What follows belongs to an exercise in optimizing a design on an open flow for small area and a short achievable clock period; a production flow would make more cautious choices. Where RTL was checked, it was by simulation tests only, not by an equivalence proof against the original. No functional check of the RTL was part of runs 4 to 6. Power and IR drop assume default switching activity.

### flow/run.sh
#!/bin/bash
# synth_recipe.tcl (not shown) runs the flow's synth.tcl, then flattens the netlist and writes it again
# the make line also repeats each setting of config.mk as NAME=value (left out here)
make -C /OpenROAD-flow-scripts/flow DESIGN_CONFIG=/design/flow/config.mk WORK_HOME=/design/flow/orfs CLKGATE_MAP_FILE= SYNTH_SCRIPT=/design/flow/synth_recipe.tcl finish
### flow/config.mk
export PLATFORM = sky130hd
export DESIGN_NAME = simple_fifo_adapter
export DESIGN_NICKNAME = simple_fifo_adapter
export VERILOG_FILES = /design/flow/design.v
export SDC_FILE = /design/flow/constraint.sdc
export NUM_CORES = 4
export LEC_CHECK = 0
export CAP_MARGIN = 20
export CORE_MARGIN = 2
export CORE_UTILIZATION = 40
export SLEW_MARGIN = 20
### flow/constraint.sdc
create_clock -name core_clock -period 4.0 [get_ports {clk}]
set_input_delay 0.8000 -clock core_clock [delete_from_list [all_inputs] [get_ports {clk}]]
set_output_delay 0.8000 -clock core_clock [all_outputs]
set_load 0.01 [all_outputs]
### flow/design.v
module simple_fifo_adapter #(
    parameter int DATA_IN_WIDTH  = 16,
    parameter int DATA_OUT_WIDTH = 128,
    parameter int ADDR_WIDTH     = 4,
    parameter int FULL_SLACK     = 1,
    parameter int USE_LAST       = 1
) (
    input  logic                      clk,
    input  logic                      rst,
    input  logic                      wr_ena,
    input  logic [DATA_IN_WIDTH-1:0]  wr_dat,
    input  logic                      wr_last,
    output logic                      wr_full,
    input  logic                      rd_ena,
    output logic [DATA_OUT_WIDTH-1:0] rd_dat,
    output logic                      rd_last,
    output logic                      rd_empty,
    output logic [ADDR_WIDTH:0]       rd_dat_cnt
);
    localparam int RATIO  = DATA_OUT_WIDTH / DATA_IN_WIDTH;
    localparam int DEPTH  = 1 << ADDR_WIDTH;
    localparam int LANE_W = (RATIO > 1) ? $clog2(RATIO) : 1;
    localparam logic [LANE_W-1:0]   LAST_LANE  = LANE_W'(RATIO - 1);
    localparam logic [ADDR_WIDTH:0] CNT_MAX    = (ADDR_WIDTH + 1)'(DEPTH);
    localparam logic [ADDR_WIDTH:0] FULL_LEVEL = (ADDR_WIDTH + 1)'(DEPTH - FULL_SLACK);
    logic [DATA_OUT_WIDTH-1:0] mem_data [DEPTH];
    logic                      mem_last [DEPTH];
    logic [ADDR_WIDTH-1:0]     wr_ptr, rd_ptr;
    logic [ADDR_WIDTH:0]       count, count_next;
    logic [LANE_W-1:0]         lane;
    logic [DATA_OUT_WIDTH-1:0] pack_reg, pack_merged;
    logic                      last_in, commit_req, commit_ok, wr_accept, rd_accept;
    assign last_in    = (USE_LAST != 0) && wr_last;
    assign rd_accept  = rd_ena && (count != '0);
    assign commit_req = wr_ena && ((lane == LAST_LANE) || last_in);
    assign commit_ok  = commit_req && ((count != CNT_MAX) || rd_accept);
    assign wr_accept  = wr_ena && (!commit_req || commit_ok);
    always_comb begin
        pack_merged = pack_reg;
        for (int k = 0; k < RATIO; k++) begin
            if (lane == LANE_W'(k)) begin
                pack_merged[k*DATA_IN_WIDTH +: DATA_IN_WIDTH] = wr_dat;
            end
        end
    end
    always_comb begin
        count_next = count;
        case ({commit_ok, rd_accept})
            2'b10:   count_next = count + 1'b1;
            2'b01:   count_next = count - 1'b1;
            default: count_next = count;
        endcase
    end
    always_ff @(posedge clk) begin
        if (rst) begin
            wr_ptr   <= '0;
            rd_ptr   <= '0;
            count    <= '0;
            lane     <= '0;
            pack_reg <= '0;
            wr_full  <= (FULL_LEVEL == '0);
        end else begin
            count   <= count_next;
            wr_full <= (count_next >= FULL_LEVEL);
            if (rd_accept) rd_ptr <= rd_ptr + 1'b1;
            if (commit_ok) wr_ptr <= wr_ptr + 1'b1;
            if (wr_accept) begin
                if (commit_req) begin
                    lane     <= '0;
                    pack_reg <= '0;
                end else begin
                    lane     <= lane + 1'b1;
                    pack_reg <= pack_merged;
                end
            end
        end
    end
    always_ff @(posedge clk) begin
        if (commit_ok) begin
            mem_data[wr_ptr] <= pack_merged;
            mem_last[wr_ptr] <= last_in;
        end
    end
    always_ff @(posedge clk) begin
        if (rst) begin
            rd_dat  <= '0;
            rd_last <= 1'b0;
        end else if (rd_accept) begin
            rd_dat  <= mem_data[rd_ptr];
            rd_last <= mem_last[rd_ptr];
        end
    end
    assign rd_empty   = (count == '0);
    assign rd_dat_cnt = count;
endmodule
==> reports/qor.log, run 1 <==
INFO  status         outcome=no timing/DRC/antenna violations
INFO  pwr            maximum_vdd_drop=0.476mV
INFO  grt            first_global_vias=44100
INFO  layout         area_growth_syn_to_layout=16.1%
INFO  grt            maximum_number_of_pins_on_one_net_before_global_route_repair=82
INFO  worst_setup_path cp-startpoint=count[0]$_SDFF_PP0_
INFO  yosys          synth-main-ff-cell=edfxtp_1
INFO  floorplan      die_x=475um
INFO  worst_setup_path slowest_delay=620ps
INFO  yosys          synth.lib_cells_used.distinct=46
INFO  worst_setup_path sort_of_element_at_the_start_of_the_critical_path=flip-flop
INFO  clocking       cts_htree_levels=4
INFO  layout         finalInstanceArea=0.103mm2
INFO  yosys          synth_async_sr_flop_share=0
INFO  detailed_routing route.detailed.vias_per_inst=5.61
INFO  grt            global_route.overflow_total=0
INFO  worst_setup_path cp_cell_sequence=or4_4 > nor2_4 > clkdlybuf4s50_1
INFO  sta            timing_hold_violations_final=0
INFO  yosys          yosysWarnings=1
INFO  yosys          synth.ff_latch_count=2338
INFO  pwr            power_density=567mW/mm2
INFO  sta            worstMarginPinSlew=1040ps
INFO  sta            relSlewSlack=0.302
INFO  layout         layout.cells.most_common=edfxtp_1
INFO  sta            finalCritPeriodShare=0.863
INFO  detailed_routing drt_drc_violations_left=0
INFO  layout         finish.net_count=4564
INFO  worst_setup_path cpMaxStageDelayCell=or4_4
INFO  worst_setup_path critical_r2r_launch=lane[0]$_SDFFE_PP0P_
INFO  pwr            clock_power_share=0.373
INFO  yosys          synth_cells=4246
INFO  clocking       cts_resized=0
INFO  worst_setup_path worstPathMaxFanout=8
INFO  worst_setup_path data_required_critical_path=3200ps
INFO  floorplan      die-height=475um
INFO  pwr            switching_power=14.6mW
INFO  clocking       clock_tree.root_cell=clkbuf_16
INFO  detailed_routing routed_via_count=43200
INFO  worst_setup_path criticalPathCategory=reg2out
INFO  yosys          synth_seq_area_share=0.760
INFO  grt            antenna_found_initial=19
INFO  clocking       clockBufferDepth=3
INFO  sta            report.final.setup_viol=0
INFO  worst_setup_path critical_path.endpoint_type=output pin
INFO  clocking       tritoncts_clock_tree=built
INFO  worst_hold_path holdCritPathClass=in2reg
INFO  floorplan      placement_rows=172
INFO  floorplan      fp.dieArea=0.226mm2
INFO  detailed_routing wl=216000um
INFO  layout         largest_register_ff_count=2048
INFO  layout         mostFrequentLayoutCells=2064 x edfxtp_1, 516 x mux4_2, 270 x dfxtp_1
INFO  pwr            pwr-share-comb=0.158
INFO  floorplan      floorplan.initialDensity=0.403
INFO  worst_hold_path timing.hold.worst.start=rst
INFO  detailed_routing first_pass_iters=5
INFO  placement      hpwlAfterDp=123000um
INFO  layout         finish.cell_count_without_fillers=7695
INFO  clocking       clk_transition_reported_paths=60ps
INFO  placement      routabilityCongestion=0.771
INFO  pwr            finalPower=58.5mW
INFO  detailed_routing routed_wire_length_per_instance=28.0um
INFO  grt            wire_length_of_the_first_global_routing_pass=314000um
INFO  detailed_routing ant_nets=0
INFO  clocking       clock_latency=880ps
INFO  pwr            cell_internal_power_dissipation=43.9mW
INFO  sta            timing.fmax=0.290GHz
INFO  sta            grt_setup_unrepaired=false
INFO  sta            final_period_minus_worst_setup_slack=3450ps
INFO  yosys          syn_nets=4282
INFO  placement      placed_instance_count=7254
INFO  grt            track_usage=0.191
INFO  pwr            seq_power_share=0.469
INFO  placement      dpl-instance-area=0.0954mm2
INFO  flow_run       max-cap-violations=0
INFO  worst_setup_path worst-endpoint-arrival=2650ps
INFO  clocking       tritoncts_num_sinks=2338
INFO  yosys          syn-cell-area=0.0888mm2
INFO  sta            final-max-slew-violation-count=0
INFO  yosys          synth_enable_flop_cells=2064
INFO  clocking       numCtsBuffers=230
INFO  detailed_routing initialDrtViolationCount=4220
INFO  placement      count_of_input_and_output_buffers=156
INFO  pwr            power.static_leakage=32.2nW
INFO  clocking       cts-hold-fix-buffers=0
INFO  yosys          syn_area_per_cell=20.9um2
INFO  floorplan      io_pins=157
INFO  clocking       post_cts.repair.setup_buffers=0
INFO  floorplan      core_area=0.220mm2
INFO  sta            clock_skew=77.8ps
INFO  layout         drive_above_1_share=0.258
INFO  pwr            power_switching_share=0.249
## critical path: cells and delay by family (launching register included)
kind                   cells  cell delay [ps]
buffers and inverters      1              560
DFF                        1              420
and+or+nand+nor            2              790
## power by group through the flow
stage	logic (mW)	registers [mW]	clock network [mW]
after detailed placement	9.50	27.9	0
after global routing	10.0	27.5	23.1
final	9.25	27.4	21.8
after floorplan	6.01	28.0	0
after global placement	9.49	27.9	0
after CTS	9.53	27.4	22.2
## metrics by stage
step                TNS, ps  hold slack [ps]   util  worst slack (ps)
finish                    0              379  0.468               546
global route              0              376  0.468               446
detailed placement        0              466  0.433               442
floorplan           -526740              448      -             -1030
global placement          0              459  0.433               452
CTS                       0              324  0.468               462
## Yosys cell counts (2+ instances only)
master	count	area (um2)
buf_2	123	616
a22oi_1	136	1020
dfxtp_1	274	5490
and2_1	2	12.5
nand4_1	2	12.5
xnor2_1	3	26.3
a211oi_1	72	541
nor2b_1	59	369
edfxtp_1	2064	62000
buf_4	33	248
clkbuf_1	95	357
mux2i_1	134	1340
a32oi_1	51	447
o21ai_1	57	285
ha_1	14	175
a22o_1	110	963
nor2_1	198	743
inv_1	7	26.3
nand2b_1	2	12.5
a21oi_1	77	385
nor3_1	6	30.0
buf_1	11	41.3
mux2_2	147	1660
mux4_2	516	11600
xor2_1	6	52.6
nand3_1	3	15.0
nand2_1	14	52.6
o21ai_0	2	10.0
buf_6	11	124
## final timing paths
kind | depth (start not counted) | slack [ps] | end
max reg2reg | 8 | 780 | mem_data[1][80]$_DFFE_PP_
max | 3 | 550 | rd_empty
min | 2 | 380 | count[3]$_SDFF_PP0_
min reg2reg | 1 | 480 | rd_dat[59]$_SDFFE_PP0P_
## routing by layer
metal,vias up,part of all wire,GRT usage
li1,18300,-,-
met1,23300,0.44,0.273
met2,1382,0.49,0.308
met3,271,0.055,0.0281
met4,4,0.020,0.0468
met5,-,0.000084,0
## area by class of cell
cell class                 count  area, um2
antenna                        6       15.0
tap                         2958       3700
clock buffer                 305       6300
timing repair buffer         324       3970
multi-input combinational   1627      20200
inverter                       7       26.3
sequential                  2338      67500
fill                       18100     117000
clock inverter               130       1420
## cells by family (layout without fill, tap and decap cells)
group                    after synthesis  after routing  synth area share
AO/OA/AOI/OAI                        513            513            0.0420
XOR/XNOR                               9              9          0.000887
flip-flops                          2338           2338             0.760
buffers and inverters                281            766            0.0159
multiplexers                         797            797             0.165
adder cells (fa/ha/maj)               15             15           0.00220
AND/OR/NAND/NOR                      293            293            0.0149
other                                  0              6                 0
==> inputs of run 2 (changes only) <==
==> flow/design.v (replaced) <==
module simple_fifo_adapter #(
    parameter int DATA_IN_WIDTH  = 16,
    parameter int DATA_OUT_WIDTH = 128,
    parameter int ADDR_WIDTH     = 4,
    parameter int FULL_SLACK     = 1,
    parameter int USE_LAST       = 1
) (
    input  logic                      clk,
    input  logic                      rst,
    input  logic                      wr_ena,
    input  logic [DATA_IN_WIDTH-1:0]  wr_dat,
    input  logic                      wr_last,
    output logic                      wr_full,
    input  logic                      rd_ena,
    output logic [DATA_OUT_WIDTH-1:0] rd_dat,
    output logic                      rd_last,
    output logic                      rd_empty,
    output logic [ADDR_WIDTH:0]       rd_dat_cnt
);
    localparam int RATIO  = DATA_OUT_WIDTH / DATA_IN_WIDTH;
    localparam int DEPTH  = 1 << ADDR_WIDTH;
    localparam int W      = DATA_IN_WIDTH;
    localparam logic [ADDR_WIDTH:0] CNT_MAX    = (ADDR_WIDTH + 1)'(DEPTH);
    localparam logic [ADDR_WIDTH:0] FULL_LEVEL = (ADDR_WIDTH + 1)'(DEPTH - FULL_SLACK);
    logic [DATA_OUT_WIDTH:0] mem [DEPTH];
    logic [W-1:0]            pack [RATIO-1];
    logic [DEPTH-1:0]        wsel, rsel;           
    logic [RATIO-1:0]        lane_eq;              
    logic [RATIO-1:0]        lane_lt;              
    logic [ADDR_WIDTH:0]     count;
    logic                    empty, full;          
    logic                    last_in, commit_req, commit_ok, wr_adv, rd_accept, slot_free;
    logic [ADDR_WIDTH:0]     count_next;
    logic [DATA_OUT_WIDTH:0] wword, rword;
    assign last_in    = (USE_LAST != 0) && wr_last;
    assign rd_accept  = rd_ena && !empty;
    assign commit_req = wr_ena && (lane_eq[RATIO-1] || last_in);
    assign commit_ok  = commit_req && (!full || rd_accept);
    assign wr_adv     = wr_ena && !commit_req;
    assign slot_free  = !full || rd_ena;
    always_comb begin
        for (int k = 0; k < RATIO; k++) begin
            if (k < RATIO - 1)
                wword[k*W +: W] = ({W{lane_lt[k]}} & pack[k]) | ({W{lane_eq[k]}} & wr_dat);
            else
                wword[k*W +: W] = {W{lane_eq[k]}} & wr_dat;
        end
        wword[DATA_OUT_WIDTH] = last_in;
    end
    always_comb begin
        count_next = count;
        case ({commit_ok, rd_accept})
            2'b10:   count_next = count + 1'b1;
            2'b01:   count_next = count - 1'b1;
            default: count_next = count;
        endcase
    end
    always_ff @(posedge clk) begin
        if (rst) begin
            wsel     <= DEPTH'(1);
            rsel     <= DEPTH'(1);
            count    <= '0;
            empty    <= 1'b1;
            full     <= 1'b0;
            lane_eq  <= RATIO'(1);
            lane_lt  <= '0;
            wr_full  <= (FULL_LEVEL == '0);
        end else begin
            count   <= count_next;
            empty   <= (count_next == '0);
            full    <= (count_next == CNT_MAX);
            wr_full <= (count_next >= FULL_LEVEL);
            if (rd_accept) rsel <= {rsel[DEPTH-2:0], rsel[DEPTH-1]};
            if (commit_ok) wsel <= {wsel[DEPTH-2:0], wsel[DEPTH-1]};
            if (commit_ok) begin
                lane_eq <= RATIO'(1);
                lane_lt <= '0;
            end else if (wr_adv) begin
                lane_eq <= {lane_eq[RATIO-2:0], 1'b0};
                lane_lt <= {lane_lt[RATIO-2:0], 1'b1};
            end
        end
    end
    always_ff @(posedge clk) begin
        for (int k = 0; k < RATIO - 1; k++)
            if (lane_eq[k]) pack[k] <= wr_dat;
    end
    always_ff @(posedge clk) begin
        for (int i = 0; i < DEPTH; i++)
            if (wsel[i] && slot_free) mem[i] <= wword;
    end
    always_comb begin
        rword = '0;
        for (int i = 0; i < DEPTH; i++)
            rword = rword | ({(DATA_OUT_WIDTH+1){rsel[i]}} & mem[i]);
    end
    always_ff @(posedge clk) begin
        if (rst) begin
            rd_dat  <= '0;
            rd_last <= 1'b0;
        end else if (rd_accept) begin
            rd_dat  <= rword[DATA_OUT_WIDTH-1:0];
            rd_last <= rword[DATA_OUT_WIDTH];
        end
    end
    assign rd_empty   = empty;
    assign rd_dat_cnt = count;
endmodule
--- a/flow/config.mk
+++ b/flow/config.mk
@@ -8,4 +8,5 @@
 export CAP_MARGIN = 20
 export CORE_MARGIN = 2
 export CORE_UTILIZATION = 40
+export SETUP_SLACK_MARGIN = 1.8
 export SLEW_MARGIN = 20
==> reports/qor.log, run 2 <==
INFO  yosys          ys_top_cells_by_count=2176 x edfxtp_1, 775 x a22oi_1, 184 x dfxtp_1
INFO  detailed_routing initialDrtViolationCount=8169 [+94%]
INFO  layout         drive_above_1_share=0.183 [-0.0751]
INFO  yosys          synth_simple_gate_area_frac=0.0314 [+0.0165]
INFO  yosys          syn_nets=4616 [+7.8%]
INFO  layout         layout.filler_cells=17600 [-2.5%]
INFO  worst_setup_path worstRegToRegCells=12 [+4]
INFO  yosys          synth_enable_flop_cells=2176 [+5.4%]
INFO  floorplan      die_x=463um [-2.6%]
INFO  worst_setup_path r2r_slack=1650ps [+870 ps]
INFO  worst_hold_path whs_endpoint=wsel[12]$_SDFFE_PP0P_
INFO  pwr            finalPower=53.0mW [-9.3%]
INFO  layout         layout.cells.most_common=edfxtp_1
INFO  placement      routabilityCongestion=0.774 [+0.43%]
INFO  layout         finish.net_count=4891 [+7.2%]
INFO  detailed_routing first_pass_iters=9 [+4]
INFO  sta            finalCritPeriodShare=0.588 [-0.276]
INFO  clocking       clock_latency=880ps [about the same]
INFO  sta            timing.fmax=0.425GHz [+47%]
INFO  status         outcome=no timing/DRC/antenna violations
INFO  grt            maximum_number_of_pins_on_one_net_before_global_route_repair=82 [unchanged]
INFO  yosys          synth-adder-area-share=0.000446 [-0.00175]
INFO  placement      dpl-instance-area=0.0901mm2 [-5.6%]
INFO  worst_setup_path worstPathMaxFanout=4 [-4]
INFO  yosys          synth_cells=4592 [+8.1%]
INFO  yosys          syn_area_per_cell=18.3um2 [-12%]
INFO  sta            final-max-slew-violation-count=0 [unchanged]
INFO  sta            relSlewSlack=0.249 [-0.0530]
INFO  clocking       tritoncts_num_sinks=2360 [+0.94%]
INFO  floorplan      fp.dieArea=0.214mm2 [-5.1%]
INFO  sta            worstMarginPinSlew=1120ps [+81.2 ps]
INFO  yosys          synth_seq_area_share=0.820 [+0.0601]
INFO  grt            track_usage=0.242 [+0.0511]
INFO  layout         area_growth_syn_to_layout=16.2%
INFO  detailed_routing routed_via_count=49300 [+14%]
INFO  pwr            maximum_vdd_drop=0.356mV [-25%]
INFO  worst_setup_path criticalPathCategory=reg2reg
INFO  clocking       tritoncts_clock_tree=built
INFO  detailed_routing routed_wire_length_per_instance=34.0um [+21%]
INFO  worst_hold_path holdCritPathClass=reg2reg
INFO  floorplan      io_pins=157 [unchanged]
INFO  yosys          synth_async_sr_flop_share=0 [unchanged]
INFO  sta            fin_setup_tns=0ps [unchanged]
INFO  detailed_routing ant_nets=0 [unchanged]
INFO  floorplan      placement_rows=168 [-2.3%]
INFO  grt            wire_length_of_the_first_global_routing_pass=371000um [+18%]
INFO  yosys          synth-compound-area-share=0.126 [+0.0840]
INFO  clocking       clockBufferDepth=3 [unchanged]
INFO  pwr            power_density=542mW/mm2 [-4.5%]
INFO  flow_run       max-cap-violations=0 [unchanged]
INFO  sta            final_period_minus_worst_setup_slack=2350ps [-1100 ps]
INFO  yosys          netlist.area_leader.share=0.776 [+0.0781]
INFO  pwr            power.static_leakage=31.5nW [-2.2%]
INFO  yosys          dominant_combinational_cell_family_by_area_after_synthesis=compound AO/OA/AOI/OAI gates
INFO  clocking       clk_transition_reported_paths=60ps [about the same]
INFO  detailed_routing route.detailed.vias_per_inst=6.26 [+12%]
INFO  yosys          syn-cell-area=0.0842mm2 [-5.2%]
INFO  layout         post-route-util=0.468 [-0.000809]
INFO  worst_setup_path reg2reg_to=full$_SDFF_PP0_
INFO  yosys          yosysWarnings=3 [+2]
INFO  placement      count_of_input_and_output_buffers=156 [unchanged]
INFO  worst_setup_path worst-endpoint-arrival=3140ps [+490 ps]
INFO  yosys          synth-main-ff-cell=edfxtp_1
INFO  yosys          synth_mux_area_frac=0.000119 [-0.164]
INFO  worst_hold_path timing.hold.worst.start=wsel[12]$_SDFFE_PP0P_
INFO  grt            first_global_vias=47200 [+7.1%]
INFO  worst_setup_path critical_r2r_launch=empty$_SDFF_PP1_
INFO  yosys          synth.lib_cells_used.distinct=45 [-2.2%]
INFO  floorplan      die-height=463um [-2.6%]
INFO  clocking       cts_htree_levels=4 [unchanged]
INFO  sta            timing_hold_violations_final=0 [unchanged]
INFO  clocking       cts-hold-fix-buffers=0 [unchanged]
INFO  layout         finalInstanceArea=0.0979mm2 [-5.1%]
INFO  yosys          area_leader_netlist=edfxtp_1
INFO  worst_setup_path sort_of_element_at_the_start_of_the_critical_path=flip-flop
INFO  placement      hpwlAfterDp=135000um [+9.8%]
INFO  clocking       clock_tree.root_cell=clkbuf_16
INFO  worst_hold_path holdPathStages=2 [unchanged]
INFO  worst_setup_path data_required_critical_path=4790ps [+1590 ps]
INFO  sta            clock_skew=35.3ps [-42.5 ps]
INFO  worst_setup_path critical_path.endpoint_type=flip-flop
INFO  sta            report.final.setup_viol=0 [unchanged]
INFO  sta            timing.hold.ws=469ps [+89.8 ps]
INFO  yosys          synth_xor_area_frac=0.000520 [-0.000367]
INFO  layout         mostFrequentLayoutCells=2176 x edfxtp_1, 774 x a22oi_1, 222 x clkbuf_16
INFO  grt            antenna_found_initial=13 [-6]
INFO  grt            global_route.overflow_total=0 [unchanged]
INFO  yosys          synthMostInstantiatedCell=edfxtp_1
INFO  detailed_routing wl=268000um [+24%]
INFO  clocking       numCtsBuffers=220 [-4.3%]
INFO  layout         register_bank_with_the_most_flops=mem
INFO  floorplan      core_area=0.209mm2 [-4.9%]
INFO  yosys          synth_top_cells_by_area=edfxtp_1 78%, a22oi_1 6.9%, dfxtp_1 4.4%
INFO  floorplan      floorplan.initialDensity=0.402 [-0.00119]
INFO  layout         largest_register_ff_count=2064 [+0.78%]
INFO  detailed_routing drt_drc_violations_left=0 [unchanged]
INFO  yosys          synth.ff_latch_count=2360 [+0.94%]
INFO  sta            grt_setup_unrepaired=true
[run 2: cell count changes after synthesis, sizes merged, moves of 90 or more]
cell	previous run	this run
a22oi	136	775
mux4	516	0
mux2	147	0
mux2i	134	1
a2111oi	0	129
a222oi	0	129
nand3	3	132
nand4	2	129
edfxtp	2064	2176
dfxtp	274	184
[run 2: how the worst max path moves through the flow]
stage / from / end / slack, ps / cells past startpoint
floorplan: rd_ena / empty$_SDFF_PP1_ / 1200 / 15
global placement: wr_last / empty$_SDFF_PP1_ / 320 / 13
detailed placement: wr_last / empty$_SDFF_PP1_ / 390 / 13
CTS: empty$_SDFF_PP1_ / empty$_SDFF_PP1_ / 1650 / 12
global route: empty$_SDFF_PP1_ / empty$_SDFF_PP1_ / 1580 / 12
finish: empty$_SDFF_PP1_ / full$_SDFF_PP0_ / 1650 / 12
[run 2: final cells by class]
class	instances	area, um2	share of cell area
well taps	2805	3510	0.0359
multi-input cells	1881	13600	0.139
clock buffers	298	6020	0.0615
flip-flops and latches	2360	69400	0.709
inverters	6	37.5	0.000383
diodes	4	10.0	0.000102
clock inverters	117	1040	0.0106
repair buffers	398	4300	0.0439
[run 2: through the flow]
stage	cells	setup WS, ps
final	7869	1650
after detailed placement	7418	394
after CTS	7854	1650
after global placement	7418	323
after global routing	7867	1580
after floorplan	4592	1200
[run 2: worst max-delay path, cell delays in order, from the launching register on]
cell       delay, ps
dfxtp_2          330
nand2b_4         160
nand2_2           80
and3b_2          240
inv_6             60
ha_4             160
xor2_1           150
ha_2             200
a21oi_2          160
xor2_2           200
xor2_1           200
o2111ai_2        150
a21oi_1          170
[run 2: report_power, final]
group	switching, mW	internal, mW
combinational	2.65	1.51
sequential	0.593	27.7
clock	9.08	11.5
[run 2: kinds of logic after synthesis]
kind of cell,after synthesis
adder cells (fa/ha/maj),3
XOR/XNOR,5
buffers and inverters,351
flip-flops,2360
AND/OR/NAND/NOR,539
AO/OA/AOI/OAI,1333
multiplexers,1
[run 2: layer usage]
layer | global-route usage | routed length (um)
met1 | 0.346 | 107000
met2 | 0.385 | 126000
met3 | 0.0413 | 28500
met4 | 0.0588 | 6160
met5 | 0 | 0
[run 2: repair_timing]
item / in CTS / in global routing
resized for setup: 821 / 25
setup buffers: 21 / 11
pin swaps: 8 / 10
setup endpoints to repair: 234 / 87
==> inputs of run 3 (changes only) <==
--- a/flow/config.mk
+++ b/flow/config.mk
@@ -8,5 +8,4 @@
 export CAP_MARGIN = 20
 export CORE_MARGIN = 2
 export CORE_UTILIZATION = 40
-export SETUP_SLACK_MARGIN = 1.8
 export SLEW_MARGIN = 20
==> reports/qor.log, run 3 <==
INFO  pwr            power_density=543mW/mm2 [+0.18%]
INFO  pwr            finalPower=52.9mW [-0.16%]
INFO  clocking       numCtsBuffers=220 [unchanged]
INFO  yosys          synth_cells=4592 [unchanged]
INFO  worst_setup_path worst-endpoint-arrival=3840ps [+700 ps]
INFO  layout         mostFrequentLayoutCells=2176 x edfxtp_1, 775 x a22oi_1, 224 x clkbuf_16
INFO  detailed_routing ant_nets=0 [unchanged]
INFO  layout         layout.cells.most_common=edfxtp_1
INFO  sta            clock_skew=46.0ps [+10.8 ps]
INFO  grt            track_usage=0.232 [-0.00973]
INFO  yosys          syn_nets=4616 [unchanged]
INFO  placement      hpwlAfterDp=133000um [-1.0%]
INFO  worst_setup_path cpMaxStageDelayCell=clkdlybuf4s50_1
INFO  grt            gr-usage-met1=0.335 [-0.0109]
INFO  sta            worstMarginPinSlew=1130ps [+3.16 ps]
INFO  detailed_routing wl=254000um [-5.0%]
INFO  detailed_routing routed_wire_length_per_instance=32.4um [-4.8%]
INFO  sta            relSlewSlack=0.247 [-0.00211]
INFO  detailed_routing routed_via_count=48700 [-1.2%]
INFO  clocking       clockBufferDepth=3 [unchanged]
INFO  floorplan      floorplan.initialDensity=0.402 [unchanged]
INFO  placement      count_of_input_and_output_buffers=156 [unchanged]
INFO  detailed_routing drt_drc_violations_left=0 [unchanged]
INFO  grt            maximum_number_of_pins_on_one_net_before_global_route_repair=146 [+78%]
INFO  layout         area_growth_syn_to_layout=15.8%
INFO  layout         layout.filler_cells=17600 [+0.22%]
INFO  worst_setup_path sort_of_element_at_the_start_of_the_critical_path=primary input
INFO  placement      detailedPlace.worstSlack=164ps [-230 ps]
INFO  clocking       clock_latency=880ps [about the same]
INFO  worst_setup_path r2r_slack=1330ps [-320 ps]
INFO  yosys          netlist.area_leader.share=0.776 [unchanged]
INFO  layout         largest_register_ff_count=2064 [unchanged]
INFO  yosys          syn-cell-area=0.0842mm2 [unchanged]
INFO  floorplan      die-height=463um [unchanged]
INFO  worst_setup_path reg2reg_to=rd_dat[68]$_SDFFE_PP0P_
INFO  yosys          area_leader_netlist=edfxtp_1
INFO  worst_setup_path data_required_critical_path=4810ps [+20 ps]
INFO  detailed_routing route.detailed.vias_per_inst=6.20 [-0.97%]
INFO  grt            first_global_vias=47200 [+0.070%]
INFO  grt            global_route.overflow_total=0 [unchanged]
INFO  worst_setup_path cp_cell_sequence=clkdlybuf4s50_1 > nor2_1 > and3b_1 > inv_2 > ha_1 > xor2_1 > ha_1 > a21o_1 > a22oi_1 > o2111a_1 > nor3_2 > a21boi_1
INFO  pwr            power.static_leakage=31.0nW [-1.4%]
INFO  yosys          synth.ff_latch_count=2360 [unchanged]
INFO  sta            final_period_minus_worst_setup_slack=3030ps [+675 ps]
INFO  yosys          synth_top_cells_by_area=edfxtp_1 78%, a22oi_1 6.9%, dfxtp_1 4.4%
INFO  worst_hold_path timing.hold.worst.start=wsel[9]$_SDFFE_PP0P_
INFO  sta            grt_setup_unrepaired=false
INFO  clocking       tritoncts_num_sinks=2360 [unchanged]
INFO  sta            final-max-slew-violation-count=0 [unchanged]
INFO  worst_setup_path worstPathMaxFanout=4 [unchanged]
INFO  clocking       clk_transition_reported_paths=60ps [about the same]
INFO  sta            report.final.setup_viol=0 [unchanged]
INFO  clocking       tritoncts_clock_tree=built
INFO  grt            grt_met2_usage=0.363 [-0.0221]
INFO  sta            timing_hold_violations_final=0 [unchanged]
INFO  floorplan      core_area=0.209mm2 [unchanged]
INFO  layout         finish.net_count=4885 [-0.12%]
INFO  yosys          synth_seq_area_share=0.820 [unchanged]
INFO  clocking       cts_resized=0 [-100%]
INFO  worst_setup_path critical_path.endpoint_type=flip-flop
INFO  detailed_routing first_pass_iters=6 [-3]
INFO  worst_hold_path whs_endpoint=wsel[9]$_SDFFE_PP0P_
INFO  yosys          synth-main-ff-cell=edfxtp_1
INFO  clocking       cts_htree_levels=4 [unchanged]
INFO  pwr            maximum_vdd_drop=0.504mV [+42%]
INFO  clocking       clock_tree.root_cell=clkbuf_16
INFO  worst_hold_path holdPathStages=2 [unchanged]
INFO  yosys          synth_async_sr_flop_share=0 [unchanged]
INFO  sta            setup_ws=974ps [-675 ps]
INFO  detailed_routing initialDrtViolationCount=7421 [-9.2%]
INFO  floorplan      placement_rows=168 [unchanged]
INFO  worst_setup_path worst_path_most_repeated_cell=ha_1
INFO  placement      routabilityCongestion=0.805 [+4.0%]
INFO  worst_setup_path criticalPathCategory=in2reg
INFO  worst_setup_path critical_r2r_launch=rsel[14]$_SDFFE_PP0P_
INFO  grt            wire_length_of_the_first_global_routing_pass=360000um [-2.9%]
INFO  worst_setup_path slowest_delay=640ps [+310 ps]
INFO  clocking       post_cts.repair.setup_buffers=0 [-100%]
INFO  yosys          synth_enable_flop_cells=2176 [unchanged]
INFO  yosys          ys_top_cells_by_count=2176 x edfxtp_1, 775 x a22oi_1, 184 x dfxtp_1
INFO  sta            finalCritPeriodShare=0.757 [+0.169]
INFO  layout         register_bank_with_the_most_flops=mem
INFO  sta            fin_setup_tns=0ps [unchanged]
INFO  floorplan      die_x=463um [unchanged]
INFO  worst_setup_path worstRegToRegCells=6 [-6]
INFO  layout         drive_above_1_share=0.128 [-0.0548]
INFO  yosys          synthMostInstantiatedCell=edfxtp_1
INFO  floorplan      io_pins=157 [unchanged]
INFO  grt            grt_util_met3=0.0413 [+0.0000597]
INFO  worst_hold_path holdCritPathClass=reg2reg
INFO  yosys          yosysWarnings=3 [unchanged]
INFO  floorplan      fp.dieArea=0.214mm2 [unchanged]
INFO  flow_run       max-cap-violations=0 [unchanged]
INFO  yosys          synth.lib_cells_used.distinct=45 [unchanged]
INFO  sta            timing.fmax=0.330GHz [-22%]
INFO  status         outcome=no timing/DRC/antenna violations
INFO  yosys          syn_area_per_cell=18.3um2 [unchanged]
INFO  grt            antenna_found_initial=8 [-5]
INFO  grt            globalRoute.busiestLayer=met2
INFO  clocking       cts-hold-fix-buffers=0 [unchanged]
run 3: cell counts after synthesis:
No cell type changed its count.
run 3: through the flow:
step	instance area, um2	util	hold WS, ps	cells
after floorplan	84200	-	440	4592
after global placement	90400	0.432	453	7444
after detailed placement	90400	0.432	456	7444
after CTS	97500	0.466	465	7852
after global routing	97500	0.466	489	7853
final	97500	0.466	472	7853
run 3: area by class of cell:
type	instances	area, um2	share of cell area
flip-flops and latches	2360	69100	0.708
multi-input cells	1881	13400	0.137
clock buffers	306	6100	0.0626
repair buffers	392	4410	0.0452
well taps	2805	3510	0.0360
clock inverters	102	1000	0.0103
inverters	6	32.5	0.000333
diodes	1	2.50	0.0000257
run 3: how the worst max path moves through the flow:
stage,from,to,slack [ps],depth (start not counted)
finish,wr_last,empty$_SDFF_PP1_,970,12
global placement,wr_last,wr_full$_SDFF_PP0_,130,12
global route,wr_last,empty$_SDFF_PP1_,920,12
floorplan,rd_ena,mem[0][0]$_DFFE_PP_,760,3
CTS,count[2]$_SDFF_PP0_,rd_dat_cnt[2],1010,1
detailed placement,wr_last,empty$_SDFF_PP1_,160,12
run 3: metal layers:
metal	share of wire	vias up
met1	0.41	25600
met5	0	-
li1	-	19800
met4	0.023	0
met3	0.10	336
met2	0.46	2965
run 3: power breakdown:
group,switching [mW],internal (mW)
combinational,2.58,1.57
clock,9.08,11.6
sequential,0.495,27.6
run 3: logic make-up after synthesis:
kind of cell,count (synthesis),synth area share
mux,1,0.000119
compound gates,1333,0.126
flops,2360,0.820
xor+xnor,5,0.000520
simple gates,539,0.0314
buf+inv,351,0.0219
fa+ha+maj,3,0.000446
run 3: worst max-delay path, delay by kind of cell:
kind,cells,cell delay [ps]
simple gates,3,1020
compound gates,4,720
buf+inv,2,710
fa+ha+maj,2,420
xor+xnor,1,160
==> inputs of run 4 (changes only) <==
--- a/flow/design.v
+++ b/flow/design.v
@@ -30,12 +30,11 @@
     logic [ADDR_WIDTH:0]     count;
     logic                    empty, full;          
     logic                    last_in, commit_req, commit_ok, wr_adv, rd_accept, slot_free;
-    logic [ADDR_WIDTH:0]     count_next;
     logic [DATA_OUT_WIDTH:0] wword, rword;
     assign last_in    = (USE_LAST != 0) && wr_last;
     assign rd_accept  = rd_ena && !empty;
     assign commit_req = wr_ena && (lane_eq[RATIO-1] || last_in);
-    assign commit_ok  = commit_req && (!full || rd_accept);
+    assign commit_ok  = commit_req && slot_free;
     assign wr_adv     = wr_ena && !commit_req;
     assign slot_free  = !full || rd_ena;
     always_comb begin
@@ -47,14 +46,12 @@
         end
         wword[DATA_OUT_WIDTH] = last_in;
     end
-    always_comb begin
-        count_next = count;
-        case ({commit_ok, rd_accept})
-            2'b10:   count_next = count + 1'b1;
-            2'b01:   count_next = count - 1'b1;
-            default: count_next = count;
-        endcase
-    end
+    logic inc, dec;
+    logic [ADDR_WIDTH:0] count_up, count_dn;
+    assign inc      = commit_ok && !rd_accept;
+    assign dec      = rd_accept && !commit_ok;
+    assign count_up = count + 1'b1;
+    assign count_dn = count - 1'b1;
     always_ff @(posedge clk) begin
         if (rst) begin
             wsel     <= DEPTH'(1);
@@ -66,10 +63,17 @@
             lane_lt  <= '0;
             wr_full  <= (FULL_LEVEL == '0);
         end else begin
-            count   <= count_next;
-            empty   <= (count_next == '0);
-            full    <= (count_next == CNT_MAX);
-            wr_full <= (count_next >= FULL_LEVEL);
+            if (inc) begin
+                count   <= count_up;
+                empty   <= 1'b0;
+                full    <= (count_up == CNT_MAX);
+                wr_full <= (count_up >= FULL_LEVEL);
+            end else if (dec) begin
+                count   <= count_dn;
+                empty   <= (count_dn == '0);
+                full    <= 1'b0;
+                wr_full <= (count_dn >= FULL_LEVEL);
+            end
             if (rd_accept) rsel <= {rsel[DEPTH-2:0], rsel[DEPTH-1]};
             if (commit_ok) wsel <= {wsel[DEPTH-2:0], wsel[DEPTH-1]};
             if (commit_ok) begin
--- a/flow/config.mk
+++ b/flow/config.mk
@@ -8,4 +8,5 @@
 export CAP_MARGIN = 20
 export CORE_MARGIN = 2
 export CORE_UTILIZATION = 40
+export SETUP_SLACK_MARGIN = 1.8
 export SLEW_MARGIN = 20
==> reports/qor.log, run 4 <==
INFO  floorplan      placement_rows=168 [unchanged]
INFO  yosys          synth_enable_flop_cells=2176 [unchanged]
INFO  layout         layout.filler_cells=17500 [-0.66%]
INFO  pwr            maximum_vdd_drop=0.510mV [+1.1%]
INFO  clocking       clock_tree.root_cell=clkbuf_16
INFO  layout         drive_above_1_share=0.173 [+0.0448]
INFO  worst_setup_path data_required_critical_path=3200ps [-1610 ps]
INFO  yosys          syn_nets=4641 [+0.54%]
INFO  sta            clock_skew=47.3ps [+1.29 ps]
INFO  sta            fin_setup_tns=0ps [unchanged]
INFO  grt            maximum_number_of_pins_on_one_net_before_global_route_repair=78 [-47%]
INFO  yosys          synth.lib_cells_used.distinct=46 [+2.2%]
INFO  placement      dpl-instance-area=0.0899mm2 [-0.62%]
INFO  worst_hold_path holdCritPathClass=reg2reg
INFO  layout         register_bank_with_the_most_flops=mem
INFO  detailed_routing ant_nets=0 [unchanged]
INFO  layout         area_growth_syn_to_layout=16.2%
INFO  layout         finalInstanceArea=0.0978mm2 [+0.30%]
INFO  sta            worstMarginPinSlew=1210ps [+81.5 ps]
INFO  worst_setup_path cp-startpoint=rd_dat[8]$_SDFFE_PP0P_
INFO  yosys          netlist.area_leader.share=0.776 [about the same]
INFO  worst_setup_path timing.critical_path.max_delay_family=flip-flops
INFO  detailed_routing routed_wire_length_per_instance=34.2um [+5.7%]
INFO  yosys          yosysWarnings=3 [unchanged]
INFO  pwr            power.static_leakage=31.1nW [+0.15%]
INFO  floorplan      core_area=0.209mm2 [unchanged]
INFO  worst_setup_path worstPathMaxFanout=2 [-2]
INFO  sta            relSlewSlack=0.193 [-0.0544]
INFO  sta            timing.fmax=0.443GHz [+34%]
INFO  pwr            power_density=507mW/mm2 [-6.6%]
INFO  yosys          syn-cell-area=0.0842mm2 [about the same]
INFO  placement      hpwlAfterDp=127000um [-4.7%]
INFO  detailed_routing drt_drc_violations_left=0 [unchanged]
INFO  clocking       clock_latency=880ps [about the same]
INFO  layout         finish.cell_count_without_fillers=7860 [+0.089%]
INFO  layout         mostFrequentLayoutCells=2176 x edfxtp_1, 774 x a22oi_1, 230 x clkbuf_16
INFO  sta            finalCritPeriodShare=0.565 [-0.192]
INFO  detailed_routing first_pass_iters=8 [+2]
INFO  floorplan      fp.dieArea=0.214mm2 [about the same]
INFO  yosys          ys_top_cells_by_count=2176 x edfxtp_1, 774 x a22oi_1, 184 x dfxtp_1
INFO  pwr            finalPower=49.6mW [-6.3%]
INFO  worst_setup_path critical_path.endpoint_type=output pin
INFO  floorplan      io_pins=157 [unchanged]
INFO  clocking       tritoncts_num_sinks=2360 [unchanged]
INFO  detailed_routing routed_via_count=49400 [+1.5%]
INFO  worst_setup_path slowest_delay=430ps [-210 ps]
INFO  yosys          synth-main-ff-cell=edfxtp_1
INFO  sta            grt_setup_unrepaired=true
INFO  grt            wire_length_of_the_first_global_routing_pass=369000um [+2.6%]
INFO  floorplan      die-height=463um [about the same]
INFO  grt            track_usage=0.240 [+0.00794]
INFO  worst_setup_path sort_of_element_at_the_start_of_the_critical_path=flip-flop
INFO  floorplan      die_x=463um [about the same]
INFO  sta            final-max-slew-violation-count=0 [unchanged]
INFO  worst_setup_path worst-endpoint-arrival=1460ps [-2380 ps]
INFO  layout         layout.cells.most_common=edfxtp_1
INFO  detailed_routing route.detailed.vias_per_inst=6.29 [+1.4%]
INFO  sta            timing.hold.ws=475ps [+2.81 ps]
INFO  yosys          synth_top_cells_by_area=edfxtp_1 78%, a22oi_1 6.9%, dfxtp_1 4.4%
INFO  placement      placed_instance_count=7390 [-0.73%]
INFO  clocking       tritoncts_clock_tree=built
INFO  yosys          syn_area_per_cell=18.3um2 [-0.46%]
INFO  clocking       clk_transition_reported_paths=60ps [about the same]
INFO  grt            first_global_vias=47400 [+0.36%]
INFO  yosys          synth_cells=4613 [+0.46%]
INFO  sta            report.final.setup_viol=0 [unchanged]
INFO  sta            timing_hold_violations_final=0 [unchanged]
INFO  yosys          synth.ff_latch_count=2360 [unchanged]
INFO  worst_setup_path worstPathBufferInverterCount=1 [-1]
INFO  sta            final_period_minus_worst_setup_slack=2260ps [-767 ps]
INFO  worst_setup_path criticalPathCategory=reg2out
INFO  layout         finish.net_count=4881 [-0.082%]
INFO  grt            antenna_found_initial=10 [+2]
INFO  worst_setup_path cpMaxStageDelayCell=dfxtp_4
INFO  yosys          area_leader_netlist=edfxtp_1
INFO  detailed_routing initialDrtViolationCount=7813 [+5.3%]
INFO  flow_run       max-cap-violations=0 [unchanged]
INFO  grt            global_route.overflow_total=0 [unchanged]
INFO  clocking       numCtsBuffers=225 [+2.3%]
INFO  layout         largest_register_ff_count=2064 [unchanged]
INFO  yosys          synth_async_sr_flop_share=0 [unchanged]
INFO  yosys          synthMostInstantiatedCell=edfxtp_1
INFO  yosys          synth_seq_area_share=0.820 [about the same]
INFO  placement      count_of_input_and_output_buffers=156 [unchanged]
INFO  detailed_routing wl=269000um [+5.8%]
INFO  clocking       cts_htree_levels=4 [unchanged]
INFO  worst_hold_path timing.hold.worst.start=wsel[6]$_SDFFE_PP0P_
INFO  worst_setup_path cp_cell_sequence=buf_6
INFO  placement      routabilityCongestion=0.780 [-3.1%]
INFO  status         outcome=no timing/DRC/antenna violations
INFO  clocking       clockBufferDepth=3 [unchanged]
INFO  floorplan      floorplan.initialDensity=0.402 [about the same]
INFO  worst_setup_path critical_r2r_launch=lane_lt[6]$_SDFFE_PP0P_
==> run 4: kinds of logic (layout without fill, tap and decap cells) <==
group                      count (synthesis)  after routing  share of synthesized area
adders and majority gates                  7              7                    0.00104
xor gates and xnor gates                   8              8                   0.000832
DFF                                     2360           2360                      0.820
other                                      0              4                          0
buffers and inverters                    352            788                     0.0212
and+or+nand+nor                          678            680                     0.0396
muxes                                      1              1                   0.000119
AOI/OAI and AO/OA                       1207           1207                      0.118
==> run 4: per-layer routing <==
layer / vias up / wire [um] / track usage
li1: 19800 / - / -
met3: 434 / 28000 / 0.0387
met1: 26000 / 106000 / 0.337
met5: - / 0 / 0
met2: 3198 / 128000 / 0.386
met4: 0 / 7550 / 0.0702
==> run 4: final timing paths <==
path / cells past startpoint / slack, ps / endpoint
min reg2reg: 2 / 480 / wsel[6]$_SDFFE_PP0P_
max: 1 / 1740 / rd_dat[8]
min: 2 / 480 / wsel[6]$_SDFFE_PP0P_
max reg2reg: 1 / 1820 / mem[6][98]$_DFFE_PP_
==> run 4: what timing repair did <==
item	in CTS	in global routing
setup buffers	22	14
resized for setup	844	23
cloned	1	4
hold buffers	0	0
setup endpoints to repair	353	144
==> run 4: cell type report <==
| class | instances | area (um2) | share of cell area |
|---|---|---|---|
| Sequential cell | 2360 | 69400 | 0.709 |
| Multi-Input combinational cell | 1903 | 13500 | 0.138 |
| Clock buffer | 319 | 6260 | 0.0640 |
| Timing Repair Buffer | 356 | 4220 | 0.0431 |
| Tap cell | 2805 | 3510 | 0.0359 |
| Clock inverter | 106 | 853 | 0.00872 |
| Inverter | 6 | 36.3 | 0.000371 |
| Antenna cell | 4 | 10.0 | 0.000102 |
| Timing Repair inverter | 1 | 8.76 | 0.0000895 |
==> run 4: report_power, final <==
part | internal [mW] | total (mW) | switching [mW] | leakage, nW
Combinational | 0.556 | 1.64 | 1.08 | 5.61
Sequential | 27.0 | 27.3 | 0.244 | 22.0
Clock | 11.5 | 20.7 | 9.18 | 3.47
==> run 4: stage by stage <==
stage                      util  worst slack [ps]
after floorplan               -              1520
after global placement    0.429               553
after detailed placement  0.429               491
after CTS                 0.466              1700
after global routing      0.467              1730
final                     0.467              1740
==> inputs of run 5 (changes only) <==
--- a/flow/config.mk
+++ b/flow/config.mk
@@ -7,6 +7,7 @@
 export LEC_CHECK = 0
 export CAP_MARGIN = 20
 export CORE_MARGIN = 2
-export CORE_UTILIZATION = 40
+export CORE_UTILIZATION = 65
+export PLACE_DENSITY = 0.75
 export SETUP_SLACK_MARGIN = 1.8
 export SLEW_MARGIN = 20
==> reports/qor.log, run 5 <==
INFO  status         outcome=no timing/DRC/antenna violations
INFO  clocking       cts_htree_levels=4 [unchanged]
INFO  yosys          yosysWarnings=3 [unchanged]
INFO  clocking       numCtsBuffers=215 [-4.4%]
INFO  placement      count_of_input_and_output_buffers=156 [unchanged]
INFO  layout         finish.cell_count_without_fillers=6787 [-14%]
INFO  floorplan      floorplan.initialDensity=0.653 [+0.251]
INFO  yosys          synth_seq_area_share=0.820 [unchanged]
INFO  yosys          synth.lib_cells_used.distinct=46 [unchanged]
INFO  grt            maximum_number_of_pins_on_one_net_before_global_route_repair=146 [+87%]
INFO  sta            timing.fmax=0.445GHz [+0.49%]
INFO  sta            grt_setup_unrepaired=true
INFO  sta            finalCritPeriodShare=0.562 [-0.00276]
INFO  detailed_routing route.detailed.vias_per_inst=7.46 [+19%]
INFO  clocking       tritoncts_clock_tree=built
INFO  detailed_routing initialDrtViolationCount=10700 [+37%]
INFO  floorplan      placement_rows=132 [-21%]
INFO  worst_hold_path holdCritPathClass=reg2reg
INFO  floorplan      fp.dieArea=0.132mm2 [-38%]
INFO  pwr            power_density=512mW/mm2 [+1.1%]
INFO  grt            first_global_vias=48700 [+2.8%]
INFO  yosys          synth_cells=4613 [unchanged]
INFO  yosys          syn-cell-area=0.0842mm2 [unchanged]
INFO  worst_setup_path worst-endpoint-arrival=2940ps [+1480 ps]
INFO  sta            setup_ws=1750ps [+11.0 ps]
INFO  pwr            cell_internal_power_dissipation=39.1mW [about the same]
INFO  pwr            switching_power=10.1mW [-3.8%]
INFO  worst_setup_path cp-startpoint=rsel[3]$_SDFFE_PP0P_
INFO  layout         largest_register_ff_count=2064 [unchanged]
INFO  grt            wire_length_of_the_first_global_routing_pass=351000um [-5.0%]
INFO  yosys          synth_top_cells_by_area=edfxtp_1 78%, a22oi_1 6.9%, dfxtp_1 4.4%
INFO  clocking       clock_tree.root_cell=clkbuf_16
INFO  clocking       clockBufferDepth=3 [unchanged]
INFO  sta            clock_skew=35.4ps [-11.9 ps]
INFO  yosys          syn_area_per_cell=18.3um2 [unchanged]
INFO  clocking       cts-hold-fix-buffers=0 [unchanged]
INFO  detailed_routing routed_wire_length_per_instance=37.1um [+8.5%]
INFO  detailed_routing drt_drc_violations_left=0 [unchanged]
INFO  floorplan      die_x=364um [-21%]
INFO  sta            relSlewSlack=0.132 [-0.0604]
INFO  placement      routabilityCongestion=0.808 [+3.5%]
INFO  layout         mostFrequentLayoutCells=2176 x edfxtp_1, 774 x a22oi_1, 220 x clkbuf_16
INFO  clocking       tritoncts_num_sinks=2360 [unchanged]
INFO  worst_setup_path criticalPathCategory=reg2reg
INFO  detailed_routing routed_via_count=50600 [+2.4%]
INFO  yosys          synth-main-ff-cell=edfxtp_1
INFO  layout         layout.filler_cells=7050 [-60%]
INFO  pwr            power.static_leakage=31.0nW [about the same]
INFO  placement      detailedPlace.worstSlack=544ps [+53.0 ps]
INFO  layout         finalInstanceArea=0.0960mm2 [-1.8%]
INFO  detailed_routing wl=252000um [-6.3%]
INFO  layout         register_bank_with_the_most_flops=mem
INFO  layout         finish.net_count=4885 [+0.082%]
INFO  clocking       clk_transition_reported_paths=60ps [about the same]
INFO  worst_setup_path worstPathMaxFanout=53 [+51]
INFO  sta            final_period_minus_worst_setup_slack=2250ps [-11.0 ps]
INFO  layout         layout.cells.most_common=edfxtp_1
INFO  yosys          area_leader_netlist=edfxtp_1
INFO  detailed_routing ant_nets=0 [unchanged]
INFO  pwr            seq_power_share=0.553 [+0.003]
INFO  detailed_routing first_pass_iters=10 [+2]
INFO  grt            global_route.overflow_total=0 [unchanged]
INFO  yosys          synth_enable_flop_cells=2176 [unchanged]
INFO  yosys          synthMostInstantiatedCell=edfxtp_1
INFO  yosys          synth.ff_latch_count=2360 [unchanged]
INFO  layout         area_growth_syn_to_layout=14.0%
INFO  worst_setup_path data_required_critical_path=4690ps [+1490 ps]
INFO  floorplan      core_area=0.129mm2 [-38%]
INFO  placement      hpwlAfterDp=117000um [-8.0%]
INFO  worst_setup_path sort_of_element_at_the_start_of_the_critical_path=flip-flop
INFO  worst_hold_path timing.hold.worst.start=wsel[6]$_SDFFE_PP0P_
INFO  yosys          synth_async_sr_flop_share=0 [unchanged]
INFO  grt            antenna_found_initial=8 [-2]
INFO  grt            track_usage=0.378 [+0.138]
INFO  floorplan      die-height=364um [-21%]
INFO  placement      dpl-instance-area=0.0884mm2 [-1.6%]
INFO  sta            fin_setup_tns=0ps [unchanged]
INFO  yosys          ys_top_cells_by_count=2176 x edfxtp_1, 774 x a22oi_1, 184 x dfxtp_1
INFO  worst_setup_path critical_r2r_launch=rsel[3]$_SDFFE_PP0P_
INFO  sta            timing_hold_violations_final=0 [unchanged]
INFO  worst_setup_path critical_path.endpoint_type=flip-flop
INFO  floorplan      io_pins=157 [unchanged]
INFO  sta            final-max-slew-violation-count=0 [unchanged]
INFO  pwr            clock_power_share=0.415 [-0.002]
INFO  yosys          netlist.area_leader.share=0.776 [unchanged]
INFO  flow_run       max-cap-violations=0 [unchanged]
INFO  pwr            finalPower=49.2mW [-0.78%]
INFO  pwr            maximum_vdd_drop=0.523mV [+2.6%]
INFO  clocking       clock_latency=860ps [-20 ps]
INFO  yosys          syn_nets=4641 [unchanged]
INFO  sta            report.final.setup_viol=0 [unchanged]
INFO  layout         drive_above_1_share=0.172 [-0.00115]
INFO  sta            worstMarginPinSlew=1300ps [+90.5 ps]
INFO  pwr            pwr-share-comb=0.032 [about the same]
INFO  placement      placed_instance_count=6334 [-14%]
INFO  pwr            power_switching_share=0.205 [-0.00649]
## run 5: cell counts after synthesis
Identical to the previous run, type by type.
## run 5: metal layers
metal,up-vias,GRT usage,share of wire,wire [um]
li1,19800,-,-,-
met5,-,0,0.00041,103
met2,4852,0.582,0.46,116000
met3,738,0.101,0.16,40500
met1,25200,0.522,0.33,84100
met4,14,0.148,0.044,11100
## run 5: cell type report
class                   count  area (um2)  share of cell area
flip-flops and latches   2360       69300               0.721
clock buffers             311        6160              0.0642
multi-input cells        1902       13700               0.142
repair buffers            372        3850              0.0400
inverters                   6        37.5            0.000391
clock inverters            93         886             0.00922
well taps                1742        2180              0.0227
diodes                      1        2.50           0.0000261
## run 5: cells by family after synthesis
logic type | count (synthesis) | share of synthesized area
fa+ha+maj | 7 | 0.00104
mux | 1 | 0.000119
simple gates | 678 | 0.0396
xor+xnor | 8 | 0.000832
flops | 2360 | 0.820
compound gates | 1207 | 0.118
buf+inv | 352 | 0.0212
## run 5: path summary, 6_finish.rpt
check                           depth (start not counted)  slack [ps]                 endpoint
worst max-delay path                                    5        1750  rd_dat[52]$_SDFFE_PP0P_
worst min-delay path                                    2         470     wsel[7]$_SDFFE_PP0P_
worst max register to register                          5        1750  rd_dat[52]$_SDFFE_PP0P_
worst min register to register                          2         470     wsel[7]$_SDFFE_PP0P_
## run 5: critical path, stage by stage (launching register included)
cell	delay (ps)
dfxtp_4	600
buf_12	350
a22oi_1	250
nand4_1	180
a2111oi_0	520
nor3_1	130
## run 5: stage by stage
stage               hold slack [ps]  utilization
finish                          473        0.745
global route                    494        0.745
CTS                             467        0.742
detailed placement              464        0.685
global placement                452        0.685
floorplan                       445            -
## run 5: timing repair
action,CTS,global route
gates cloned,1,2
buffers inserted,27,18
endpoints found under the setup margin,302,328
resized for setup,692,33
pin swaps,1,3
## run 5: power groups by stage
stage,clock network [mW],registers [mW],logic (mW)
2_1_floorplan,0,27.7,0.765
3_3_place_gp,0,27.7,1.47
3_5_place_dp,0,27.8,1.49
4_1_cts,20.4,27.2,1.51
5_1_grt,21.4,27.2,1.64
6_report,20.4,27.2,1.56
==> inputs of run 6 (changes only) <==
--- a/flow/config.mk
+++ b/flow/config.mk
@@ -8,6 +8,8 @@
 export CAP_MARGIN = 20
 export CORE_MARGIN = 2
 export CORE_UTILIZATION = 65
+export CTS_CLUSTER_DIAMETER = 60
+export CTS_CLUSTER_SIZE = 30
 export PLACE_DENSITY = 0.75
 export SETUP_SLACK_MARGIN = 1.8
 export SLEW_MARGIN = 20
==> reports/qor.log, run 6 <==
INFO  clocking       clock_latency=820ps [-40 ps]
INFO  sta            report.final.setup_viol=0 [unchanged]
INFO  floorplan      core_area=0.129mm2 [unchanged]
INFO  layout         drive_above_1_share=0.160 [-0.0123]
INFO  yosys          syn-cell-area=0.0842mm2 [unchanged]
INFO  worst_setup_path slowest_delay=820ps [+220 ps]
INFO  detailed_routing routed_wire_length_per_instance=37.3um [+0.44%]
INFO  yosys          yosysWarnings=3 [unchanged]
INFO  worst_setup_path data_required_critical_path=4730ps [+40 ps]
INFO  layout         largest_register_ff_count=2064 [unchanged]
INFO  layout         finish.cell_count_without_fillers=6634 [-2.3%]
INFO  clocking       numCtsBuffers=137 [-36%]
INFO  clocking       clockBufferDepth=3 [unchanged]
INFO  yosys          area_leader_netlist=edfxtp_1
INFO  yosys          synth_simple_gate_area_frac=0.0396 [unchanged]
INFO  layout         layout.cells.most_common=edfxtp_1
INFO  placement      placed_instance_count=6334 [unchanged]
INFO  sta            relSlewSlack=0.170 [+0.0380]
INFO  yosys          synth_seq_area_share=0.820 [unchanged]
INFO  worst_hold_path whs_endpoint=wsel[1]$_SDFFE_PP0P_
INFO  floorplan      placement_rows=132 [unchanged]
INFO  sta            final_period_minus_worst_setup_slack=2230ps [-22.7 ps]
INFO  yosys          synth_cells=4613 [unchanged]
INFO  yosys          synth-compound-area-share=0.118 [unchanged]
INFO  worst_setup_path critical_r2r_launch=rsel[13]$_SDFFE_PP0P_
INFO  placement      count_of_input_and_output_buffers=156 [unchanged]
INFO  sta            timing_hold_violations_final=0 [unchanged]
INFO  yosys          synth.ff_latch_count=2360 [unchanged]
INFO  sta            fin_setup_tns=0ps [unchanged]
INFO  sta            finalCritPeriodShare=0.556 [-0.00568]
INFO  worst_setup_path cpMaxStageDelayCell=dfxtp_4
INFO  worst_setup_path sort_of_element_at_the_start_of_the_critical_path=flip-flop
INFO  worst_hold_path timing.hold.worst.start=wsel[0]$_SDFFE_PP1P_
INFO  placement      routabilityCongestion=0.808 [unchanged]
INFO  worst_hold_path holdCritPathClass=reg2reg
INFO  detailed_routing ant_nets=0 [unchanged]
INFO  worst_hold_path holdPathStages=2 [unchanged]
INFO  grt            global_route.overflow_total=0 [unchanged]
INFO  sta            worstMarginPinSlew=1240ps [-56.9 ps]
INFO  clocking       cts_htree_levels=4 [unchanged]
INFO  worst_setup_path reg2reg_to=rd_dat[101]$_SDFFE_PP0P_
INFO  grt            antenna_found_initial=5 [-3]
INFO  detailed_routing wl=247000um [-1.8%]
INFO  pwr            power.static_leakage=29.8nW [-4.1%]
INFO  sta            timing.hold.ws=474ps [+0.240 ps]
INFO  grt            wire_length_of_the_first_global_routing_pass=343000um [-2.1%]
INFO  detailed_routing drt_drc_violations_left=0 [unchanged]
INFO  layout         register_bank_with_the_most_flops=mem
INFO  detailed_routing routed_via_count=49600 [-2.0%]
INFO  detailed_routing first_pass_iters=9 [-1]
INFO  clocking       tritoncts_clock_tree=built
INFO  worst_setup_path worstRegToRegCells=5 [unchanged]
INFO  yosys          syn_area_per_cell=18.3um2 [unchanged]
INFO  yosys          synthMostInstantiatedCell=edfxtp_1
INFO  worst_setup_path critical_path.endpoint_type=flip-flop
INFO  yosys          netlist.area_leader.share=0.776 [unchanged]
INFO  worst_setup_path cp_cell_sequence=buf_12 > a22oi_1 > nand4_1 > a2111oi_4 > nor3_1
INFO  detailed_routing route.detailed.vias_per_inst=7.47 [+0.24%]
INFO  placement      hpwlAfterDp=117000um [unchanged]
INFO  yosys          synth-adder-area-share=0.00104 [unchanged]
INFO  grt            maximum_number_of_pins_on_one_net_before_global_route_repair=146 [unchanged]
INFO  detailed_routing initialDrtViolationCount=10100 [-5.6%]
INFO  floorplan      io_pins=157 [unchanged]
INFO  yosys          synth.lib_cells_used.distinct=46 [unchanged]
INFO  clocking       tritoncts_num_sinks=2360 [unchanged]
INFO  yosys          synth_mux_area_frac=0.000119 [unchanged]
INFO  pwr            power_density=474mW/mm2 [-7.4%]
INFO  sta            clock_skew=35.9ps [+0.531 ps]
INFO  clocking       clock_tree.root_cell=clkbuf_16
INFO  yosys          synth_enable_flop_cells=2176 [unchanged]
INFO  floorplan      die-height=364um [unchanged]
INFO  floorplan      fp.dieArea=0.132mm2 [unchanged]
INFO  floorplan      floorplan.initialDensity=0.653 [unchanged]
INFO  pwr            finalPower=44.6mW [-9.4%]
INFO  yosys          synth-main-ff-cell=edfxtp_1
INFO  sta            grt_setup_unrepaired=false
INFO  yosys          synth_top_cells_by_area=edfxtp_1 78%, a22oi_1 6.9%, dfxtp_1 4.4%
INFO  yosys          syn_nets=4641 [unchanged]
INFO  worst_setup_path worst-endpoint-arrival=2960ps [+20 ps]
INFO  layout         finish.net_count=4808 [-1.6%]
INFO  yosys          ys_top_cells_by_count=2176 x edfxtp_1, 774 x a22oi_1, 184 x dfxtp_1
INFO  pwr            maximum_vdd_drop=0.489mV [-6.4%]
INFO  sta            final-max-slew-violation-count=0 [unchanged]
INFO  status         outcome=no timing/DRC/antenna violations
INFO  worst_setup_path r2r_slack=1770ps [+20 ps]
INFO  flow_run       max-cap-violations=0 [unchanged]
INFO  layout         mostFrequentLayoutCells=2176 x edfxtp_1, 774 x a22oi_1, 144 x clkbuf_16
INFO  grt            track_usage=0.369 [-0.00870]
INFO  worst_setup_path worstPathMaxFanout=71 [+34%]
INFO  yosys          synth_xor_area_frac=0.000832 [unchanged]
INFO  floorplan      die_x=364um [unchanged]
INFO  layout         area_growth_syn_to_layout=11.6%
INFO  worst_setup_path criticalPathCategory=reg2reg
INFO  yosys          dominant_combinational_cell_family_by_area_after_synthesis=compound AO/OA/AOI/OAI gates
INFO  clocking       clk_transition_reported_paths=90ps [+30 ps]
INFO  yosys          synth_async_sr_flop_share=0 [unchanged]
INFO  grt            first_global_vias=47200 [-3.1%]
INFO  sta            timing.fmax=0.449GHz [+1.0%]
## run 6: logic make-up after synthesis
| logic type | count (synthesis) |
|---|---|
| flops | 2360 |
| compound gates | 1207 |
| simple gates | 678 |
| buf+inv | 352 |
| xor+xnor | 8 |
| fa+ha+maj | 7 |
| mux | 1 |
## run 6: power breakdown
| group | internal (mW) | switching, mW |
|---|---|---|
| registers | 27.0 | 0.190 |
| logic | 0.522 | 1.06 |
| clock network | 7.51 | 8.32 |
| total | 35.0 | 9.57 |
## run 6: worst max path at each step
stage / start / end / slack, ps
final: rsel[13]$_SDFFE_PP0P_ / rd_dat[101]$_SDFFE_PP0P_ / 1770
after global routing: rd_dat[123]$_SDFFE_PP0P_ / rd_dat[123] / 1800
after CTS: rd_ena / mem[13][10]$_DFFE_PP_ / 1730
after detailed placement: wr_last / wr_full$_SDFFE_PP0P_ / 540
after global placement: wr_last / empty$_SDFFE_PP1P_ / 560
after floorplan: rd_ena / mem[0][0]$_DFFE_PP_ / 1520
## run 6: what timing repair did
action	4_1_cts	5_1_grt
buffers inserted	27	17
pin swaps	1	2
hold buffers	0	0
setup endpoints to repair	334	505
resized for setup	604	39
gates cloned	0	4
## run 6: final cells by class
class	count	area, um2
multi-input combinational	1903	13600
timing repair buffer	371	4110
antenna	4	10.0
clock buffer	157	3660
tap	1742	2180
inverter	6	56.3
sequential	2360	69300
clock inverter	90	1040
timing repair inverter	1	11.3
fill	7357	35000
## run 6: metal layers
layer | track usage | share of wire | vias up
met5 | 0 | 0.00017 | -
met4 | 0.137 | 0.042 | 6
met3 | 0.0881 | 0.16 | 606
met2 | 0.566 | 0.46 | 4589
met1 | 0.524 | 0.34 | 24800
li1 | - | - | 19600
## run 6: worst max-delay path, delay by kind of cell, from the launching register on
kind	cells	cell delay [ps]
buf+inv	1	520
flops	1	820
simple gates	2	400
compound gates	2	300
## run 6: metrics by stage
stage / cell area (um2) / util / setup WS, ps
CTS: 93600 / 0.726 / 1730
detailed placement: 88400 / 0.685 / 544
global route: 94000 / 0.729 / 1800
floorplan: 84300 / - / 1520
global placement: 88400 / 0.685 / 561
finish: 94000 / 0.729 / 1770

-- re-timing with driven ports --
In the flow no input, the clock included, has a driving cell. The finished layouts below were timed again as built, in two steps. Step 1 assumes that a clkbuf_16 drives the clock port and a buf_2 every other input. Step 2 adds t to the input delays and takes it off the output delays; t is the mean of the earliest and latest rising clock arrival at the registers after step 1. Input paths then give back, and output paths get back, about the clock's delay inside the block. Slacks: ideal ports / drivers / drivers and shift; pairs: ideal ports / drivers.
run	t (ns)	setup WS [ns]	clock arrival spread, ns
run 1	0.931	0.546 / 0.459 / 0.409	0.080 / 0.080
run 2	0.943	1.649 / 1.529 / 0.587	0.042 / 0.041
run 3	0.945	0.974 / 0.970 / 0.094	0.048 / 0.048
run 4	0.945	1.741 / 1.656 / 0.894	0.051 / 0.051
run 5	0.940	1.752 / 1.730 / 0.884	0.036 / 0.036
run 6	0.887	1.775 / 1.737 / 1.111	0.049 / 0.049
After both steps setup and hold are still met in every run listed. The setup slack of run 2, which loses most, moves by -0.120 ns with the drivers and by -1.062 ns with both steps.
